Background: an optimization exercise with open tools, aiming at small area and a short achievable clock period. Do not read the settings as production practice. Function was checked by simulation only, so behaviour that the tests miss may differ from the original. Power is estimated from default activity; no workload was simulated.

MS:
==> flow/design.v <==
package fmt_rx_deframer_pkg;
  typedef enum logic [1:0] {
    RX_IDLE  = 2'd0,
    RX_GRANT = 2'd1,
    RX_WAIT  = 2'd2,
    RX_RECV  = 2'd3
  } rx_state_t;
  localparam int ERR_PROTO = 0;
  localparam int ERR_LEN   = 1;
  localparam int ERR_TMO   = 2;
  typedef struct packed {
    logic [1:0]  chid;
    logic        sop;
    logic        eop;
    logic [31:0] data;
  } rx_word_t;
  localparam int RX_WORD_W = 36;   
endpackage
module rx_store #(
  parameter int WIDTH = 35
) (
  input  logic             clk_i,
  input  logic             wen_i,
  input  logic [5:0]       wptr_i,
  input  logic [WIDTH-1:0] din_i,
  input  logic [62:0]      rsel_i,
  output logic [WIDTH-1:0] dout_o
);
  logic [WIDTH-1:0] mem [1:63];
  always_ff @(posedge clk_i)
    for (int v = 1; v < 64; v++)
      if (wen_i && wptr_i == 6'(v)) mem[v] <= din_i;
  always_comb begin
    dout_o = '0;
    for (int v = 1; v < 64; v++)
      dout_o = dout_o | (mem[v] & {WIDTH{rsel_i[v-1]}});
  end
endmodule
module fmt_rx_deframer
#(
  parameter int DEPTH   = 64,
  parameter int TIMEOUT = 8
) (
  input  logic                    clk_i,
  input  logic                    rstn_i,
  input  logic                    fmt_req_i,
  input  logic [1:0]              fmt_chid_i,
  input  logic [5:0]              fmt_length_i,
  input  logic [31:0]             fmt_data_i,
  input  logic                    fmt_start_i,
  input  logic                    fmt_end_i,
  output logic                    fmt_grant_o,
  output logic                    rx_vld_o,
  input  logic                    rx_rdy_i,
  output logic [31:0]             rx_data_o,
  output logic [1:0]              rx_chid_o,
  output logic                    rx_sop_o,
  output logic                    rx_eop_o,
  output logic [$clog2(DEPTH):0]  free_o,
  output logic [2:0]              err_o,
  input  logic                    err_clr_i,
  output logic [15:0]             pkt_cnt_o
);
  localparam int FW = $clog2(DEPTH) + 1;
  logic          s_idle, s_grant, s_wait, s_recv;
  logic [1:0]    chid_q;
  logic [2:0]    tmo_q;
  logic [FW-1:0] rsv_q, room_q, free_q;
  logic          vld_q, occ1_q, full_q;
  logic [2:0]    err_q, err_new;
  logic [15:0]   pkt_cnt_q;
  logic [5:0]    wptr_q;
  logic [62:0]   rsel_q;
  logic [31:0]   hd_data_q;
  logic [1:0]    hd_chid_q;
  logic          hd_sop_q, hd_eop_q;
  logic          push, pop, last, len1, req_ok, tmo_hit;
  logic          in_head, mem_push, mem_pop, hd_clear;
  logic [FW-1:0] room_d, rsv_d, free_d, gsub0, gsub1;
  logic          rel;
  logic [34:0]   wr_word, rd_word;
  logic [62:0]   rsel_nxt;
  always_comb
    for (int v = 1; v < 64; v++)
      rsel_nxt[((v << 1) & 63 | ((v >> 5) ^ (v >> 4)) & 1) - 1] = rsel_q[v-1];
  assign tmo_hit = (tmo_q == 3'd7);
  assign len1    = (rsv_q == FW'(1));
  assign push    = (s_wait & fmt_start_i) | s_recv;
  assign last    = fmt_end_i | len1;
  assign pop     = rx_rdy_i & vld_q;
  assign req_ok  = s_idle & fmt_req_i & (fmt_length_i != '0) & ~gsub0[FW-1];
  assign err_new[0] = fmt_start_i & ~s_wait;
  assign err_new[1] = push & (fmt_end_i ^ len1);
  assign err_new[2] = s_wait & ~fmt_start_i & tmo_hit;
  assign in_head  = push & (~vld_q | (occ1_q & pop));
  assign mem_push = push & ~in_head;
  assign mem_pop  = pop & ~occ1_q;
  assign hd_clear = pop & occ1_q & ~push;
  assign wr_word = {chid_q, last, fmt_data_i};
  assign rel = push & last | s_wait & ~fmt_start_i & tmo_hit;
  always_comb begin
    room_d = room_q;
    if (push & ~pop)      room_d = room_q - FW'(1);
    else if (~push & pop) room_d = room_q + FW'(1);
  end
  assign gsub0 = room_q - FW'(fmt_length_i);
  assign gsub1 = room_q + FW'(1) - FW'(fmt_length_i);
  always_comb begin
    if (req_ok)       free_d = pop ? gsub1 : gsub0;
    else if (rel) free_d = room_d;
    else              free_d = pop ? free_q + FW'(1) : free_q;
  end
  always_comb begin
    rsv_d = rsv_q;
    if (req_ok)        rsv_d = FW'(fmt_length_i);
    else if (rel)  rsv_d = '0;
    else if (push)     rsv_d = rsv_q - FW'(1);
  end
  always_ff @(posedge clk_i or negedge rstn_i) begin
    if (!rstn_i) begin
      s_idle    <= 1'b1;
      s_grant   <= 1'b0;
      s_wait    <= 1'b0;
      s_recv    <= 1'b0;
      chid_q    <= '0;
      tmo_q     <= '0;
      rsv_q     <= '0;
      room_q    <= FW'(DEPTH);
      free_q    <= FW'(DEPTH);
      vld_q     <= 1'b0;
      occ1_q    <= 1'b0;
      full_q    <= 1'b0;
      err_q     <= '0;
      pkt_cnt_q <= '0;
      wptr_q    <= 6'd1;
      rsel_q    <= 63'd1;
    end else begin
      err_q  <= (err_clr_i ? 3'b000 : err_q) | err_new;
      rsv_q  <= rsv_d;
      room_q <= room_d;
      free_q <= free_d;
      vld_q  <= (room_d != FW'(DEPTH));
      occ1_q <= (room_d == FW'(DEPTH - 1));
      full_q <= (room_d == '0);
      if (req_ok) chid_q <= fmt_chid_i;
      if (s_grant) tmo_q <= '0;
      else if (s_wait & ~fmt_start_i & ~tmo_hit) tmo_q <= tmo_q + 3'd1;
      if (push & last) pkt_cnt_q <= pkt_cnt_q + 16'd1;
      if (mem_push) wptr_q <= {wptr_q[4:0], wptr_q[5] ^ wptr_q[4]};
      if (mem_pop)  rsel_q <= rsel_nxt;
      s_idle  <= (s_idle & ~req_ok) | (s_wait & ~fmt_start_i & tmo_hit) | (push & last);
      s_grant <= req_ok;
      s_wait  <= s_grant | (s_wait & ~fmt_start_i & ~tmo_hit);
      s_recv  <= push & ~last;
    end
  end
  always_ff @(posedge clk_i or negedge rstn_i) begin
    if (!rstn_i) begin
      hd_data_q <= '0;
      hd_chid_q <= '0;
      hd_sop_q  <= 1'b0;
      hd_eop_q  <= 1'b0;
    end else if (in_head) begin
      hd_data_q <= fmt_data_i;
      hd_chid_q <= chid_q;
      hd_sop_q  <= s_wait;
      hd_eop_q  <= last;
    end else if (mem_pop) begin
      hd_data_q <= rd_word[31:0];
      hd_chid_q <= rd_word[34:33];
      hd_sop_q  <= hd_eop_q;
      hd_eop_q  <= rd_word[32];
    end else if (hd_clear) begin
      hd_data_q <= '0;
      hd_chid_q <= '0;
      hd_sop_q  <= 1'b0;
      hd_eop_q  <= 1'b0;
    end
  end
  rx_store #(.WIDTH(35)) u_store (
    .clk_i  (clk_i),
    .wen_i  (~full_q),
    .wptr_i (wptr_q),
    .din_i  (wr_word),
    .rsel_i (rsel_q),
    .dout_o (rd_word)
  );
  assign fmt_grant_o = s_grant;
  assign rx_vld_o    = vld_q;
  assign rx_data_o   = hd_data_q;
  assign rx_chid_o   = hd_chid_q;
  assign rx_sop_o    = hd_sop_q;
  assign rx_eop_o    = hd_eop_q;
  assign free_o      = free_q;
  assign err_o       = err_q;
  assign pkt_cnt_o   = pkt_cnt_q;
endmodule
Settings: LEC_CHECK=0, CAP_MARGIN=20, CORE_MARGIN=2, CORE_UTILIZATION=65, CTS_CLUSTER_DIAMETER=80, CTS_CLUSTER_SIZE=25, SLEW_MARGIN=20; clock period 10.0 ns.
standard.sh (not shown) runs the stock make flow with config.mk's settings and CLKGATE_MAP_FILE= SYNTH_SCRIPT=/design/flow/synth_recipe.tcl, a recipe that flattens the netlist after the stock synthesis.
==> flow/flow/run.sh <==
#!/bin/bash
export BUFFER_PORTS_ARGS="-buffer_cell sky130_fd_sc_hd__buf_4"
export SETUP_SLACK_MARGIN=6.5
bash standard.sh > standard.log 2>&1
> inputs changed (MS -> TR)
Settings: SETUP_SLACK_MARGIN: unset -> 5.
==> flow/run.sh (new file) <==
#!/bin/bash
# synth_recipe.tcl (not shown) runs the flow's synth.tcl, then flattens the netlist and writes it again
# the make line also repeats each setting of config.mk as NAME=value (left out here)
make -C /OpenROAD-flow-scripts/flow DESIGN_CONFIG=/design/flow/config.mk WORK_HOME=/design/flow/orfs CLKGATE_MAP_FILE= SYNTH_SCRIPT=/design/flow/synth_recipe.tcl finish
removed: flow/flow/run.sh
removed: flow/standard.sh
### Flow results
Comparing the two runs side by side, TR comes out behind MS on power after layout. Taking MS as the reference, in TR final routed wirelength across all metal layers -1.3 mm; minimum period implied by the final worst setup slack rose by 610 ps; fraction of the yosys area taken by sequential cells was more or less identical; non-filler instance count after layout now larger; number of placed cells counting well taps neither gained nor lost much.

## port drivers added, routing unchanged
The flow's constraints put no driver on any port. The routed layouts listed below were extracted and timed again, unchanged, in two steps.
Step 1 assumes that a clkbuf_16 drives the clock port and a buf_2 every other input.
Step 2 also shifts input and output timing later by t, the mid clock arrival at the registers, as if the neighbouring blocks saw the same clock.
Three values: ideal, step 1, step 2; two values: the first two.
run	t (ns)	slack for setup (ns)	worst register clock-pin slew, ns
MS	0.861	6.461 / 6.414 / 5.812	0.11 / 0.11
TR	0.854	5.855 / 5.770 / 5.106	0.11 / 0.11
After both steps every run listed still meets setup and hold. The setup slack of TR, which loses most, moves by -0.085 ns with the drivers and by -0.749 ns with both steps.
